What follows belongs to an exercise in optimizing a design on an open flow for small area, a short achievable clock period and few clock cycles per item; a production flow would make more cautious choices.
RTL that was checked went through simulation tests only; none was proved equivalent to the original.
No functional check of the RTL was part of run 3.

==> flow/design.v (outline; a module is shown in full before it is edited, if it fits) <==
// module series_eval_engine: 196 lines
// module sev_fa: 4 lines
// module sev_fa1: 4 lines
// module sev_gp: 4 lines
// module sev_pgc: 4 lines
// module sev_bsel: 3 lines
// module sev_and2: 3 lines
// module sev_benc0: 4 lines
// module sev_ao22: 3 lines
// module sev_xor2: 3 lines
// module sev_xnor2: 3 lines
// module sev_bseln: 3 lines
// module sev_benc: 4 lines
// module sev_mx2: 3 lines
// module sev_inv: 3 lines
// module sev_nand2: 3 lines
// module sev_nor2: 3 lines
// module sev_aoi: 3 lines
// module sev_oai: 3 lines
// module sev_gc: 3 lines
// module sev_benc16: 18 lines
// module sev_sq16_t: 406 lines
// module sev_sq16_c: 307 lines
// module sev_bmul16_t: 980 lines
// module sev_bmul16_c: 307 lines
// module sev_bmacadd16_t: 1035 lines
// module sev_bmacadd16_c: 334 lines
// module sev_bmacsub16_t: 1094 lines
// module sev_bmacsub16_c: 334 lines
module series_eval_engine #(
    parameter int WIDTH = 16,
    parameter int TERMS = 4
) (
    input  logic             clk,
    input  logic             rst,
    input  logic             start,
    input  logic [WIDTH-1:0] x,
    input  logic             coef_wr,
    input  logic [2:0]       coef_addr,
    input  logic [WIDTH-1:0] coef_data,
    output logic             busy,
    output logic             done,
    output logic [WIDTH-1:0] result,
    output logic             ovf
);
  // ...
==> flow/flow/run.sh <==
#!/bin/bash
# The standard layout, except that the port buffers are buf_4 cells
# (buffer_ports otherwise picks a slow delay buffer, which then sets the
# period through the output paths).
set -euo pipefail
export BUFFER_PORTS_ARGS="-buffer_cell sky130_fd_sc_hd__buf_4"
bash standard.sh > standard_flow.log 2>&1
==> flow/standard.sh <==
#!/bin/bash
# synth_recipe.tcl (not shown) runs the flow's synth.tcl, then flattens the netlist and writes it again
# the make line also repeats each setting of config.mk as NAME=value (left out here)
make -C /OpenROAD-flow-scripts/flow DESIGN_CONFIG=/design/flow/config.mk WORK_HOME=/design/flow/orfs CLKGATE_MAP_FILE= SYNTH_SCRIPT=/design/flow/synth_recipe.tcl "${@:-finish}"
==> flow/config.mk <==
export PLATFORM = sky130hd
export DESIGN_NAME = series_eval_engine
export DESIGN_NICKNAME = series_eval_engine
export VERILOG_FILES = /design/flow/design.v
export SDC_FILE = /design/flow/constraint.sdc
export NUM_CORES = 4
export LEC_CHECK = 0
export CAP_MARGIN = 50
export CORE_MARGIN = 2
export CORE_UTILIZATION = 65
export CTS_BUF_LIST = sky130_fd_sc_hd__clkbuf_8
export CTS_CLUSTER_SIZE = 20
export SLEW_MARGIN = 75
export SYNTH_HIERARCHICAL = 1
==> flow/constraint.sdc <==
create_clock -name core_clock -period 11.0 [get_ports {clk}]
set_input_delay 2.2000 -clock core_clock [delete_from_list [all_inputs] [get_ports {clk}]]
set_output_delay 2.2000 -clock core_clock [all_outputs]
set_load 0.01 [all_outputs]
==> summary.txt, run 1 <==
Status
  • Status: complete, no violations

Global routing
  • GR Util met1: 38.8%
  • GRT Total Usage: 29.3%
  • Met3 usage: 4.09%

Floorplan
  • Starting density of the core: around two thirds
  • I/O Pins: 58

Layout
  • Final non-filler cell total: 7480
  • Layout cells sized above 1: 17.8%
  • Fillers: 7900
  • Repair and plain buffers: approximately 190

Logic synthesis
  • Number of synthesized register bits: 926
  • Top FF cell, synth: dfxtp_1
  • Synth Warn #: 7
  • Largest family of logic cells by synthesized area: adder cells
  • Post-Synth Simple-Gate Area: ~4.1%

STA
  • Final period demand of the worst path: 3.56 ns
  • Final Cycle Share: 32.4%
  • Fmax achieved: around 280 MHz

Setup path
  • Reg2reg setup slack: 7.66 ns
  • Crit-path slowest cell: dfrtp_1

Routing
  • Final ANT Viol Nets: 0
  • Met1 wire length: 67.1 mm

Clock tree
  • Root buffer cell: clkbuf_8
Testbench counts, summed over its fixed seeds: cycles 1,752, items 1,536.
==> run 2: changes to the inputs <==
--- a/flow/config.mk
+++ b/flow/config.mk
@@ -10,4 +10,4 @@
 export CORE_UTILIZATION = 65
-export CTS_BUF_LIST = sky130_fd_sc_hd__clkbuf_8
-export CTS_CLUSTER_SIZE = 20
+export CTS_CLUSTER_DIAMETER = 60
+export CTS_CLUSTER_SIZE = 40
 export SLEW_MARGIN = 75
==> summary.txt, run 2 <==
Status
  • Status: complete, no violations

Floorplan
  • I/O Pins: 58 (unchanged)
  • Die ar.: around 0.11 mm^2
  • Starting density of the core: 65.6% (unchanged)
  • Die width: 330 um
  • Core ar.: 0.106 mm^2
  • Die height: 330 um
  • # rows: approximately 120

Logic synthesis
  • Yosys cell types: 40
  • Most numerous cell in the Yosys netlist: a22o_1
  • Adder-Cell Fraction of Synth Area: approximately 29%
  • Cell taking the most area after synthesis: dfxtp_1
  • Number of synthesized register bits: 926 (unchanged)
  • Avg Cell Area, Syn: 11.4 um^2
  • Synth Area in Compound Gates: 16.2%
  • Post-Synth XOR/XNOR Area: roughly 14%
  • Mapped cell area: 0.0693 mm^2
  • Seq/Total Area, Yosys: between 20 and 30%
  • Post-Synth Simple-Gate Area: 4.06% (unchanged)
  • Synth Instances: 6050
  • Largest cells by area after synthesis: dfxtp_1 (23%), fa_1 (22%), a22o_1 (11%)
  • Top FF cell, synth: dfxtp_1
  • Post-synth EDFFs: 0
  • Async set-or-reset flop fraction in the synthesized netlist: 12.5%
  • Top-area cell type share of the netlist area: about a quarter
  • Post-synthesis mux area share: 1.63%
  • Synth top cells by count: a22o_1 (896), dfxtp_1 (810), fa_1 (749), xor2_1 (747)
  • Largest family of logic cells by synthesized area: adder cells
  • Synth Warn #: 7 (unchanged)

STA
  • Final Cycle Share: 31.2% (-1.2 points)
  • Slew Viols, Final: 0
  • Setup TNS: 0 ns
  • Final period demand of the worst path: 3.43 ns (-0.134 ns)
  • Final hold vios: 0
  • Fmax achieved: 292 MHz (+3.9%)
  • Final setup violation count: 0
  • Setup Skew: 0.0378 ns
  • RSZ-0062 raised after global routing: false

Placement
  • Hpwl dp: 106 mm
  • Final GP Congestion: approximately 0.85
  • Placed cells: 7166
  • Number of I/O port buffers: 57

Routing
  • Final ANT Viol Nets: 0 (unchanged)
  • WL final: 155 mm
  • DR vias/cell: roughly 6
  • Drt wl/cell: about 21 um
  • DR iter-0 viols: 3308
  • Post-route DRC: 0
  • TritonRoute pass-1 iters: 5
  • Via count: between 40000 and 50000

Global routing
  • First-pass GRT wire length: 251 mm
  • Gr ovfl total: 0
  • Pin count of the biggest net entering global routing: 50
  • Vias in the first global route: 45600
  • GRT Total Usage: 28.9% (-0.34 points)
  • Initial antenna violation count: 0

Clock tree
  • CTS buffer count: 80
  • Post-CTS setup buffers: 0
  • Clock Sink Count: around 930
  • Hold buffers post-CTS: 0
  • Htree depth: 3
  • Clock Latency Late Sink: 0.70 ns
  • Root buffer cell: clkbuf_16
  • PostCTS Resize Cnt: 0
  • Clk pin slew, worst setup/hold paths: 0.10 ns
  • CTS tree: yes
  • CTS max path bufs: 3

Layout
  • Layout cells sized above 1: 16.5% (-1.3 points)
  • Most common cell after layout, fill and taps aside: a22o_1
  • Final non-filler cell total: 7333 (-2.0%)
  • Highest-count cells in the layout ignoring fill and taps: a22o_1 (896), fa_1 (749), xor2_1 (740), dfxtp_1 (706), inv_1 (421)
  • # diodes: 0
  • Nets: between 7000 and 8000
  • Layout area overhead: 6.14%
  • Largest regs: t1cs_q: 48 flops, t2cs_q: 48 flops, t3cs_q: 48 flops

Worst hold path
  • Min-Delay Path Class: flop to flop

Setup path
  • WS Path Type: flop to primary output
  • Arr. time, crit path: between 1 and 1.5 ns
  • Worst path required time: 8.80 ns
  • Critical path launch point type: flop
  • Crit Path Max Fanout: 3
  • Crit end category: primary output

Job
  • Max-cap violations: 0
-- run 2: cell counts after synthesis --
No cell type changed its count.
-- run 2: cells by family (layout without fill, tap and decap cells) --
logic type,count (synthesis),count (layout)
fa+ha+maj,1162,1162
compound gates,1328,1328
buf+inv,866,756
simple gates,546,546
other cells,2,4
flops,926,926
xor+xnor,1121,1121
mux,99,99
-- run 2: worst max-delay path, stage by stage, from the launching register on --
cell     delay (ns)
dfrtp_1        0.39
inv_1          0.05
buf_4          0.11
-- run 2: path summary, 6_finish.rpt --
path                         endpoint      from  cells after the start  slack (ns)
max                              busy     rdy_q                      2        7.57
min                          w6d_q[2]  w5d_q[2]                      0        0.31
max reg2reg                t1cs_q[17]  x3_q[14]                      8        7.64
min reg2reg                  w6d_q[2]  w5d_q[2]                      0        0.31
max in group asynchronous     c1_q[6]       rst                      5        8.64
min in group asynchronous    c2_q[23]       rst                      2        1.46
-- run 2: per-module statistics from Yosys, one instance, submodules excluded, excerpt --
module           flip-flops and latches  area (um^2)  cells  times used
sev_gp                                0         12.5      1         374
sev_xor2                              0         8.76      1         656
sev_bmacsub16_c                       0          196     24           2
sev_benc16                            0         60.1      8           5
sev_xnor2                             0         8.76      1         296
sev_benc0                             0         21.3      2           5
sev_bmacadd16_c                       0          196     24           1
sev_fa1                               0         27.5      5          39
sev_aoi                               0         8.76      1         249
sev_ao22                              0         8.76      1         896
sev_fa                                0         20.0      1         749
sev_mx2                               0         15.0      1           3
-- run 2: final cells by class --
class	count	area (um^2)
inverters	422	1600
repair buffers	184	1750
clock buffers	87	2070
fillers	7889	32000
flip-flops and latches	926	19700
multi-input cells	4260	45600
well taps	1391	1740
clock inverters	63	1060
-- run 2: routing by layer --
| metal | routed length [um] | GRT usage (%) |
|---|---|---|
| met5 | 0 | 0 |
| met3 | 8420 | 3.52 |
| met4 | 5080 | 10.1 |
| met2 | 75400 | 49.0 |
| met1 | 66600 | 38.6 |
-- run 2: metrics by stage --
stage / instance area (um^2) / setup WS, ns / util, % / hold WS [ns]
floorplan: 69300 / 5.73 / - / 0.310
global placement: 68800 / 7.23 / 65.1 / 0.310
detailed placement: 70000 / 7.69 / 66.3 / 0.312
CTS: 73100 / 7.52 / 69.3 / 0.311
global route: 73500 / 7.50 / 69.6 / 0.311
finish: 73500 / 7.57 / 69.6 / 0.308
==> module series_eval_engine, before the edit <==
module series_eval_engine #(
    parameter int WIDTH = 16,
    parameter int TERMS = 4
) (
    input  logic             clk,
    input  logic             rst,
    input  logic             start,
    input  logic [WIDTH-1:0] x,
    input  logic             coef_wr,
    input  logic [2:0]       coef_addr,
    input  logic [WIDTH-1:0] coef_data,
    output logic             busy,
    output logic             done,
    output logic [WIDTH-1:0] result,
    output logic             ovf
);
    localparam int NSQ  = 46;
    localparam int NMUL = 46;
    localparam int NADD = 48;
    localparam int NSUB = 48;
    logic        rdy_q;
    logic        v0_q, v1a_q, v1_q, v2a_q, v2_q, v3a_q, v3_q, v4a_q, v4_q, v5a_q, done_q;
    logic [23:0] c0_q, c1_q, c2_q, c3_q;     
    logic        w1v_q, w2v_q, w3v_q, w4v_q, w5v_q, w6v_q, w7v_q, w8v_q;
    logic [1:0]  w1a_q, w2a_q, w3a_q, w4a_q, w5a_q, w6a_q;
    logic [15:0] w1d_q, w2d_q, w3d_q, w4d_q, w5d_q, w6d_q, w7d_q, w8d_q;
    logic [15:0]     x0_q;
    logic [NSQ-1:0]  sqcs_q;   logic sqci_q;
    logic [15:0]     x1a_q;
    logic [23:0]     x2e1_q;
    logic [15:0]     x1_q;
    logic [NMUL-1:0] t0cs_q;   logic t0ci_q;
    logic [NMUL-1:0] p3cs_q;   logic p3ci_q;
    logic [23:0]     x2e2a_q;
    logic [15:0]     x3_q, acc2_q;
    logic [23:0]     x2e2_q;
    logic [NMUL-1:0] p5cs_q;   logic p5ci_q;
    logic [NSUB-1:0] t1cs_q;   logic t1ci_q, t1sp_q;
    logic [23:0]     x2e3a_q;
    logic [15:0]     x5_q, acc3_q;
    logic [23:0]     x2e3_q;
    logic            ovf3_q;
    logic [NMUL-1:0] p7cs_q;   logic p7ci_q;
    logic [NADD-1:0] t2cs_q;   logic t2ci_q, t2sp_q;
    logic            ovf4a_q;
    logic [15:0]     x7_q, acc4_q;
    logic            ovf4_q;
    logic [NSUB-1:0] t3cs_q;   logic t3ci_q, t3sp_q;
    logic            ovf5a_q;
    logic [15:0]     result_q;
    logic            ovf_q;
    logic            take;
    logic [NSQ-1:0]  sqcs_d;   logic sqci_d;
    logic [NMUL-1:0] t0cs_d, p3cs_d, p5cs_d, p7cs_d;
    logic            t0ci_d, p3ci_d, p5ci_d, p7ci_d;
    logic [NSUB-1:0] t1cs_d, t3cs_d;
    logic [NADD-1:0] t2cs_d;
    logic            t1ci_d, t1sp_d, t2ci_d, t2sp_d, t3ci_d, t3sp_d;
    logic [15:0]     x2_d, acc2_d, x3_d, x5_d, x7_d, acc3_d, acc4_d, acc5_d;
    logic            ov3, ov4, ov5;
    logic [23:0]     x2e_d, c0e_d, c1e_d, c2e_d, c3e_d;
    assign take = rdy_q;
    sev_sq16_t      u_sq_t (.x(x0_q), .cs(sqcs_d), .ci(sqci_d));
    sev_bmul16_t    u_t0_t (.a(x1_q), .be(c0_q), .cs(t0cs_d), .ci(t0ci_d));
    sev_bmul16_t    u_p3_t (.a(x1_q), .be(x2e1_q), .cs(p3cs_d), .ci(p3ci_d));
    sev_bmul16_t    u_p5_t (.a(x3_q), .be(x2e2_q), .cs(p5cs_d), .ci(p5ci_d));
    sev_bmacsub16_t u_t1_t (.acc(acc2_q), .a(x3_q), .be(c1_q), .sp(t1sp_d), .cs(t1cs_d), .ci(t1ci_d));
    sev_bmul16_t    u_p7_t (.a(x5_q), .be(x2e3_q), .cs(p7cs_d), .ci(p7ci_d));
    sev_bmacadd16_t u_t2_t (.acc(acc3_q), .a(x5_q), .be(c2_q), .sp(t2sp_d), .cs(t2cs_d), .ci(t2ci_d));
    sev_bmacsub16_t u_t3_t (.acc(acc4_q), .a(x7_q), .be(c3_q), .sp(t3sp_d), .cs(t3cs_d), .ci(t3ci_d));
    sev_sq16_c      u_sq_c (.cs(sqcs_q), .ci(sqci_q), .y(x2_d));
    sev_benc16      u_ex2  (.b(x2_d), .be(x2e_d));
    sev_bmul16_c    u_t0_c (.cs(t0cs_q), .ci(t0ci_q), .y(acc2_d));
    sev_bmul16_c    u_p3_c (.cs(p3cs_q), .ci(p3ci_q), .y(x3_d));
    sev_bmul16_c    u_p5_c (.cs(p5cs_q), .ci(p5ci_q), .y(x5_d));
    sev_bmacsub16_c u_t1_c (.cs(t1cs_q), .ci(t1ci_q), .sp(t1sp_q), .ovi(1'b0), .y(acc3_d), .ov(ov3));
    sev_bmul16_c    u_p7_c (.cs(p7cs_q), .ci(p7ci_q), .y(x7_d));
    sev_bmacadd16_c u_t2_c (.cs(t2cs_q), .ci(t2ci_q), .sp(t2sp_q), .ovi(ovf4a_q), .y(acc4_d), .ov(ov4));
    sev_bmacsub16_c u_t3_c (.cs(t3cs_q), .ci(t3ci_q), .sp(t3sp_q), .ovi(ovf5a_q), .y(acc5_d), .ov(ov5));
    sev_benc16      u_ec0  (.b(w2d_q), .be(c0e_d));
    sev_benc16      u_ec1  (.b(w4d_q), .be(c1e_d));
    sev_benc16      u_ec2  (.b(w6d_q), .be(c2e_d));
    sev_benc16      u_ec3  (.b(w8d_q), .be(c3e_d));
    always_ff @(posedge clk or posedge rst) begin
        if (rst) begin
            rdy_q  <= 1'b0;
            v0_q   <= 1'b0;
            v1a_q  <= 1'b0;
            v1_q   <= 1'b0;
            v2a_q  <= 1'b0;
            v2_q   <= 1'b0;
            v3a_q  <= 1'b0;
            v3_q   <= 1'b0;
            v4a_q  <= 1'b0;
            v4_q   <= 1'b0;
            v5a_q  <= 1'b0;
            done_q <= 1'b0;
            c0_q   <= '0;
            c1_q   <= '0;
            c2_q   <= '0;
            c3_q   <= '0;
            w1v_q  <= 1'b0;
            w2v_q  <= 1'b0;
            w3v_q  <= 1'b0;
            w4v_q  <= 1'b0;
            w5v_q  <= 1'b0;
            w6v_q  <= 1'b0;
            w7v_q  <= 1'b0;
            w8v_q  <= 1'b0;
        end else begin
            rdy_q  <= 1'b1;
            v0_q   <= start & take;
            v1a_q  <= v0_q;
            v1_q   <= v1a_q;
            v2a_q  <= v1_q;
            v2_q   <= v2a_q;
            v3a_q  <= v2_q;
            v3_q   <= v3a_q;
            v4a_q  <= v3_q;
            v4_q   <= v4a_q;
            v5a_q  <= v4_q;
            done_q <= v5a_q;
            w1v_q  <= coef_wr & take & (coef_addr[2] == 1'b0);
            w2v_q  <= w1v_q;
            w3v_q  <= w2v_q & (w2a_q != 2'd0);
            w4v_q  <= w3v_q;
            w5v_q  <= w4v_q & (w4a_q != 2'd1);
            w6v_q  <= w5v_q;
            w7v_q  <= w6v_q & (w6a_q == 2'd3);
            w8v_q  <= w7v_q;
            if (w2v_q && w2a_q == 2'd0) c0_q <= c0e_d;
            if (w4v_q && w4a_q == 2'd1) c1_q <= c1e_d;
            if (w6v_q && w6a_q == 2'd2) c2_q <= c2e_d;
            if (w8v_q) c3_q <= c3e_d;
        end
    end
    always_ff @(posedge clk) begin
        w1a_q    <= coef_addr[1:0];
        w1d_q    <= coef_data;
        w2a_q    <= w1a_q;
        w2d_q    <= w1d_q;
        w3a_q    <= w2a_q;
        w3d_q    <= w2d_q;
        w4a_q    <= w3a_q;
        w4d_q    <= w3d_q;
        w5a_q    <= w4a_q;
        w5d_q    <= w4d_q;
        w6a_q    <= w5a_q;
        w6d_q    <= w5d_q;
        w7d_q    <= w6d_q;
        w8d_q    <= w7d_q;
        x0_q     <= x;
        sqcs_q   <= sqcs_d;
        sqci_q   <= sqci_d;
        x1a_q    <= x0_q;
        x2e1_q   <= x2e_d;
        x1_q     <= x1a_q;
        p3cs_q   <= p3cs_d;
        p3ci_q   <= p3ci_d;
        t0cs_q   <= t0cs_d;
        t0ci_q   <= t0ci_d;
        x2e2a_q  <= x2e1_q;
        x3_q     <= x3_d;
        x2e2_q   <= x2e2a_q;
        acc2_q   <= acc2_d;
        p5cs_q   <= p5cs_d;
        p5ci_q   <= p5ci_d;
        t1cs_q   <= t1cs_d;
        t1ci_q   <= t1ci_d;
        t1sp_q   <= t1sp_d;
        x2e3a_q  <= x2e2_q;
        x5_q     <= x5_d;
        acc3_q   <= acc3_d;
        ovf3_q   <= ov3;
        x2e3_q   <= x2e3a_q;
        p7cs_q   <= p7cs_d;
        p7ci_q   <= p7ci_d;
        t2cs_q   <= t2cs_d;
        t2ci_q   <= t2ci_d;
        t2sp_q   <= t2sp_d;
        ovf4a_q  <= ovf3_q;
        x7_q     <= x7_d;
        acc4_q   <= acc4_d;
        ovf4_q   <= ov4;
        t3cs_q   <= t3cs_d;
        t3ci_q   <= t3ci_d;
        t3sp_q   <= t3sp_d;
        ovf5a_q  <= ovf4_q;
        result_q <= acc5_d;
        ovf_q    <= ov5;
    end
    assign busy   = ~rdy_q;
    assign done   = done_q;
    assign result = result_q;
    assign ovf    = ovf_q;
endmodule
==> run 3: changes to the inputs <==
--- a/flow/design.v
+++ b/flow/design.v
@@ -22,3 +22,3 @@
     logic        v0_q, v1a_q, v1_q, v2a_q, v2_q, v3a_q, v3_q, v4a_q, v4_q, v5a_q, done_q;
-    logic [23:0] c0_q, c1_q, c2_q, c3_q;     
+    logic [15:0] c0_q, c1_q, c2_q, c3_q;
     logic        w1v_q, w2v_q, w3v_q, w4v_q, w5v_q, w6v_q, w7v_q, w8v_q;
@@ -29,3 +29,3 @@
     logic [15:0]     x1a_q;
-    logic [23:0]     x2e1_q;
+    logic [15:0]     x2s1_q;
     logic [15:0]     x1_q;
@@ -33,10 +33,10 @@
     logic [NMUL-1:0] p3cs_q;   logic p3ci_q;
-    logic [23:0]     x2e2a_q;
+    logic [15:0]     x2s2a_q;
     logic [15:0]     x3_q, acc2_q;
-    logic [23:0]     x2e2_q;
+    logic [15:0]     x2s2_q;
     logic [NMUL-1:0] p5cs_q;   logic p5ci_q;
     logic [NSUB-1:0] t1cs_q;   logic t1ci_q, t1sp_q;
-    logic [23:0]     x2e3a_q;
+    logic [15:0]     x2s3a_q;
     logic [15:0]     x5_q, acc3_q;
-    logic [23:0]     x2e3_q;
+    logic [15:0]     x2s3_q;
     logic            ovf3_q;
@@ -60,14 +60,13 @@
     logic            ov3, ov4, ov5;
-    logic [23:0]     x2e_d, c0e_d, c1e_d, c2e_d, c3e_d;
+    logic [23:0]     c0e, c1e, c2e, c3e, x2e1, x2e2, x2e3;
     assign take = rdy_q;
     sev_sq16_t      u_sq_t (.x(x0_q), .cs(sqcs_d), .ci(sqci_d));
-    sev_bmul16_t    u_t0_t (.a(x1_q), .be(c0_q), .cs(t0cs_d), .ci(t0ci_d));
-    sev_bmul16_t    u_p3_t (.a(x1_q), .be(x2e1_q), .cs(p3cs_d), .ci(p3ci_d));
-    sev_bmul16_t    u_p5_t (.a(x3_q), .be(x2e2_q), .cs(p5cs_d), .ci(p5ci_d));
-    sev_bmacsub16_t u_t1_t (.acc(acc2_q), .a(x3_q), .be(c1_q), .sp(t1sp_d), .cs(t1cs_d), .ci(t1ci_d));
-    sev_bmul16_t    u_p7_t (.a(x5_q), .be(x2e3_q), .cs(p7cs_d), .ci(p7ci_d));
-    sev_bmacadd16_t u_t2_t (.acc(acc3_q), .a(x5_q), .be(c2_q), .sp(t2sp_d), .cs(t2cs_d), .ci(t2ci_d));
-    sev_bmacsub16_t u_t3_t (.acc(acc4_q), .a(x7_q), .be(c3_q), .sp(t3sp_d), .cs(t3cs_d), .ci(t3ci_d));
+    sev_bmul16_t    u_t0_t (.a(x1_q), .be(c0e), .cs(t0cs_d), .ci(t0ci_d));
+    sev_bmul16_t    u_p3_t (.a(x1_q), .be(x2e1), .cs(p3cs_d), .ci(p3ci_d));
+    sev_bmul16_t    u_p5_t (.a(x3_q), .be(x2e2), .cs(p5cs_d), .ci(p5ci_d));
+    sev_bmacsub16_t u_t1_t (.acc(acc2_q), .a(x3_q), .be(c1e), .sp(t1sp_d), .cs(t1cs_d), .ci(t1ci_d));
+    sev_bmul16_t    u_p7_t (.a(x5_q), .be(x2e3), .cs(p7cs_d), .ci(p7ci_d));
+    sev_bmacadd16_t u_t2_t (.acc(acc3_q), .a(x5_q), .be(c2e), .sp(t2sp_d), .cs(t2cs_d), .ci(t2ci_d));
+    sev_bmacsub16_t u_t3_t (.acc(acc4_q), .a(x7_q), .be(c3e), .sp(t3sp_d), .cs(t3cs_d), .ci(t3ci_d));
     sev_sq16_c      u_sq_c (.cs(sqcs_q), .ci(sqci_q), .y(x2_d));
-    sev_benc16      u_ex2  (.b(x2_d), .be(x2e_d));
     sev_bmul16_c    u_t0_c (.cs(t0cs_q), .ci(t0ci_q), .y(acc2_d));
@@ -79,6 +78,9 @@
     sev_bmacsub16_c u_t3_c (.cs(t3cs_q), .ci(t3ci_q), .sp(t3sp_q), .ovi(ovf5a_q), .y(acc5_d), .ov(ov5));
-    sev_benc16      u_ec0  (.b(w2d_q), .be(c0e_d));
-    sev_benc16      u_ec1  (.b(w4d_q), .be(c1e_d));
-    sev_benc16      u_ec2  (.b(w6d_q), .be(c2e_d));
-    sev_benc16      u_ec3  (.b(w8d_q), .be(c3e_d));
+    sev_benc16      u_ec0  (.b(c0_q), .be(c0e));
+    sev_benc16      u_ec1  (.b(c1_q), .be(c1e));
+    sev_benc16      u_ec2  (.b(c2_q), .be(c2e));
+    sev_benc16      u_ec3  (.b(c3_q), .be(c3e));
+    sev_benc16      u_ex1  (.b(x2s1_q), .be(x2e1));
+    sev_benc16      u_ex2  (.b(x2s2_q), .be(x2e2));
+    sev_benc16      u_ex3  (.b(x2s3_q), .be(x2e3));
     always_ff @(posedge clk or posedge rst) begin
@@ -130,6 +132,6 @@
             w8v_q  <= w7v_q;
-            if (w2v_q && w2a_q == 2'd0) c0_q <= c0e_d;
-            if (w4v_q && w4a_q == 2'd1) c1_q <= c1e_d;
-            if (w6v_q && w6a_q == 2'd2) c2_q <= c2e_d;
-            if (w8v_q) c3_q <= c3e_d;
+            if (w2v_q && w2a_q == 2'd0) c0_q <= w2d_q;
+            if (w4v_q && w4a_q == 2'd1) c1_q <= w4d_q;
+            if (w6v_q && w6a_q == 2'd2) c2_q <= w6d_q;
+            if (w8v_q) c3_q <= w8d_q;
         end
@@ -155,3 +157,3 @@
         x1a_q    <= x0_q;
-        x2e1_q   <= x2e_d;
+        x2s1_q   <= x2_d;
         x1_q     <= x1a_q;
@@ -161,5 +163,5 @@
         t0ci_q   <= t0ci_d;
-        x2e2a_q  <= x2e1_q;
+        x2s2a_q  <= x2s1_q;
         x3_q     <= x3_d;
-        x2e2_q   <= x2e2a_q;
+        x2s2_q   <= x2s2a_q;
         acc2_q   <= acc2_d;
@@ -170,3 +172,3 @@
         t1sp_q   <= t1sp_d;
-        x2e3a_q  <= x2e2_q;
+        x2s3a_q  <= x2s2_q;
         x5_q     <= x5_d;
@@ -174,3 +176,3 @@
         ovf3_q   <= ov3;
-        x2e3_q   <= x2e3a_q;
+        x2s3_q   <= x2s3a_q;
         p7cs_q   <= p7cs_d;
--- a/flow/config.mk
+++ b/flow/config.mk
@@ -10,4 +10,2 @@
 export CORE_UTILIZATION = 65
-export CTS_CLUSTER_DIAMETER = 60
-export CTS_CLUSTER_SIZE = 40
 export SLEW_MARGIN = 75
==> summary.txt, run 3 <==
Status
  • Status: complete, no violations

Clock tree
  • CTS buffer count: 92 (+15%)
  • Clock Latency Late Sink: 0.68 ns (-0.02 ns)
  • Post-CTS setup buffers: 0 (unchanged)
  • Clock Sink Count: 854 (-7.8%)
  • CTS max path bufs: 3 (unchanged)
  • Htree depth: 3 (unchanged)
  • PostCTS Resize Cnt: 0 (unchanged)
  • Clk pin slew, worst setup/hold paths: 0.06 ns (-0.04 ns)
  • Root buffer cell: clkbuf_16
  • Hold buffers post-CTS: 0 (unchanged)
  • CTS tree: yes

Global routing
  • GRT Total Usage: 29.9% (+0.96 points)
  • First-pass GRT wire length: 256 mm (+1.9%)
  • Initial antenna violation count: 3 (+3)
  • Gr ovfl total: 0 (unchanged)
  • Pin count of the biggest net entering global routing: 50 (unchanged)
  • Vias in the first global route: 46200 (+1.3%)

Setup path
  • Worst path required time: 11.56 ns (+2.76 ns)
  • Worst reg2reg path endpoint: t3cs_q[19]
  • Crit Path Max Fanout: 14 (+11)
  • Crit end category: flop
  • WS Path Type: flop to flop
  • Worst r2r src: c3_q[1]
  • Reg2reg setup slack: 6.97 ns (-0.67 ns)
  • Arr. time, crit path: 4.60 ns (+3.37 ns)
  • Critical path launch point type: flop
  • R2R depth: 12 (+4)

Layout
  • Layout cells sized above 1: 17.2% (+0.68 points)
  • Most common cell after layout, fill and taps aside: a22o_1
  • Util after Layout: 71.1% (+1.5 points)
  • Layout area overhead: 8.43%
  • Layout Cell Area excl Fill: 0.0736 mm^2 (+0.11%)
  • Highest-count cells in the layout ignoring fill and taps: a22o_1 (896), fa_1 (749), xor2_1 (731), dfxtp_1 (713), inv_1 (421)
  • Largest regs: t1cs_q: 48 flops, t2cs_q: 48 flops, t3cs_q: 48 flops
  • # diodes: 0 (unchanged)
  • Nets: 7198 (+1.7%)

Logic synthesis
  • Most numerous cell in the Yosys netlist: a22o_1
  • Top FF cell, synth: dfxtp_1
  • Number of synthesized register bits: 854 (-7.8%)
  • Synth top cells by count: a22o_1 (896), dfxtp_1 (770), xor2_1 (761), fa_1 (749), buf_4 (438)
  • Async set-or-reset flop fraction in the synthesized netlist: 9.84% (-2.7 points)
  • Post-synth EDFFs: 0 (unchanged)
  • Yosys cell types: 39 (-2.5%)
  • Top-area cell type share of the netlist area: 22.7% (-0.70 points)
  • Seq/Total Area, Yosys: 25.8% (-1.8 points)
  • Avg Cell Area, Syn: 11.3 um^2 (-1.5%)
  • Cell taking the most area after synthesis: dfxtp_1
  • Synth Instances: 6018 (-0.53%)
  • Largest cells by area after synthesis: dfxtp_1 (23%), fa_1 (22%), a22o_1 (12%)
  • Synth Warn #: 7 (unchanged)
  • Mapped cell area: 0.0679 mm^2 (-2.0%)

STA
  • Slew Viols, Final: 0 (unchanged)
  • RSZ-0062 raised after global routing: false
  • Setup Skew: 0.0238 ns (-0.0140 ns)
  • Final hold vios: 0 (unchanged)
  • Final Cycle Share: 36.7% (+5.5 points)
  • Setup TNS: 0 ns (unchanged)
  • Final setup violation count: 0 (unchanged)
  • Final period demand of the worst path: 4.03 ns (+0.606 ns)
  • Fmax achieved: 248 MHz (-15%)

Floorplan
  • Starting density of the core: 65.6% (about the same)
  • # rows: 118 (-0.84%)
  • Core ar.: 0.103 mm^2 (-2.0%)
  • Die width: 327 um (-1.0%)
  • I/O Pins: 58 (unchanged)
  • Die ar.: 0.107 mm^2 (-2.0%)
  • Die height: 327 um (-1.0%)

Placement
  • Placed instance area: 0.0702 mm^2 (+0.31%)
  • Number of I/O port buffers: 57 (unchanged)
  • Hpwl dp: 113 mm (+6.6%)
  • Final GP Congestion: 0.844 (-0.46%)

Worst hold path
  • Hold endpoint: x1_q[9]
  • Hold Crit Start: x1a_q[9]
  • Min-Delay Path Class: flop to flop
  • Depth of the worst hold-timing path: 0 (unchanged)

Routing
  • DR vias/cell: 5.90 (-0.39%)
  • Final ANT Viol Nets: 0 (unchanged)
  • DR iter-0 viols: 2953 (-11%)
  • WL final: 158 mm (+1.6%)
  • TritonRoute pass-1 iters: 7 (+2)
  • Via count: 44000 (+1.3%)
  • Post-route DRC: 0 (unchanged)
  • Drt wl/cell: 21.2 um (about the same)

Job
  • Max-cap violations: 0 (unchanged)
run 3: cell type report:
class,instances,area [um^2]
clock buffer,127,2670
clock inverter,45,562
fill,7572,29900
inverter,422,1590
multi-input combinational,4286,46400
sequential,854,17700
tap,1380,1730
timing repair buffer,341,2940
run 3: per-layer routing:
layer	track usage, %	routed length, um	vias up
met5	0	13	-
met4	9.11	3880	2
met3	3.82	8820	283
met2	51.2	77800	1418
met1	39.8	67400	22200
li1	-	-	20100
run 3: critical path: stages (launching register included):
cell and delay, ns:
dfrtp_2 0.53, buf_4 0.32, nor2b_4 0.30, buf_4 0.22
a22o_1 0.15, xor2_1 0.21, inv_1 0.08, ha_1 0.27
inv_1 0.05, fa_1 0.47, fa_1 0.39, fa_1 0.50
fa_1 0.41
run 3: kinds of logic after synthesis:
group / share of synthesized area (%)
AO/OA/AOI/OAI: 16.8
adder cells (fa/ha/maj): 29.7
XOR/XNOR: 14.7
buffers and inverters: 7.48
flip-flops: 25.8
AND/OR/NAND/NOR: 4.42
multiplexers: 1.13
other: 0.0111
run 3: per-module statistics from Yosys, one instance, submodules excluded, excerpt:
module           flops+latches  cell area, um^2  times used
sev_bmul16_c                 0              140           4
sev_bmacsub16_c              0              196           2
sev_nor2                     0             3.75          72
sev_benc                     0             31.3          49
sev_sq16_t                   0             1260           1
sev_benc0                    0             21.3           7
sev_fa1                      0             27.5          39
sev_mx2                      0             15.0           3
sev_bmacsub16_t              0              484           2
sev_bmacadd16_c              0              196           1
sev_xnor2                    0             8.76         296
run 3: metrics by stage:
stage	instances	hold slack, ns	setup slack, ns
global placement	7135	0.310	6.60
detailed placement	7277	0.312	7.00
CTS	7449	0.322	6.98
floorplan	6020	0.310	6.63
finish	7455	0.322	6.97
global route	7455	0.326	6.82
run 3: worst max path at each step:
stage            endpoint  slack (ns)  startpoint
6_report       t3cs_q[19]        6.97     c3_q[1]
3_5_place_dp   t3cs_q[19]        7.00     c3_q[1]
4_1_cts        t2cs_q[17]        6.98     c2_q[7]
2_1_floorplan     c0_q[0]        6.63         rst
5_1_grt        t2cs_q[15]        6.82     c2_q[7]
3_3_place_gp   t3cs_q[23]        6.60     c3_q[7]

## port drivers added, routing unchanged
In the flow no input, the clock included, has a driving cell. The finished layouts below were timed again as built, in two steps.
Step 1: set_driving_cell puts a clkbuf_16 on clk and a buf_2 on each other input, an assumption about the parent block.
Step 2, shift: input delay + t, output delay - t, t = (earliest + latest rising clock arrival at the registers) / 2. This alone moves slack from input paths to output paths.
a / b / c = ideal ports / drivers / drivers and shift; a / b = the first two.
run	t, ns	setup slack, ns	pins driven straight from the clock port
run 1	0.897	7.438 / 7.365 / 7.658	1
run 2	0.754	7.571 / 7.494 / 7.645	1
run 3	0.748	6.965 / 6.965 / 6.965	1
After both steps setup and hold are still met in every run listed.
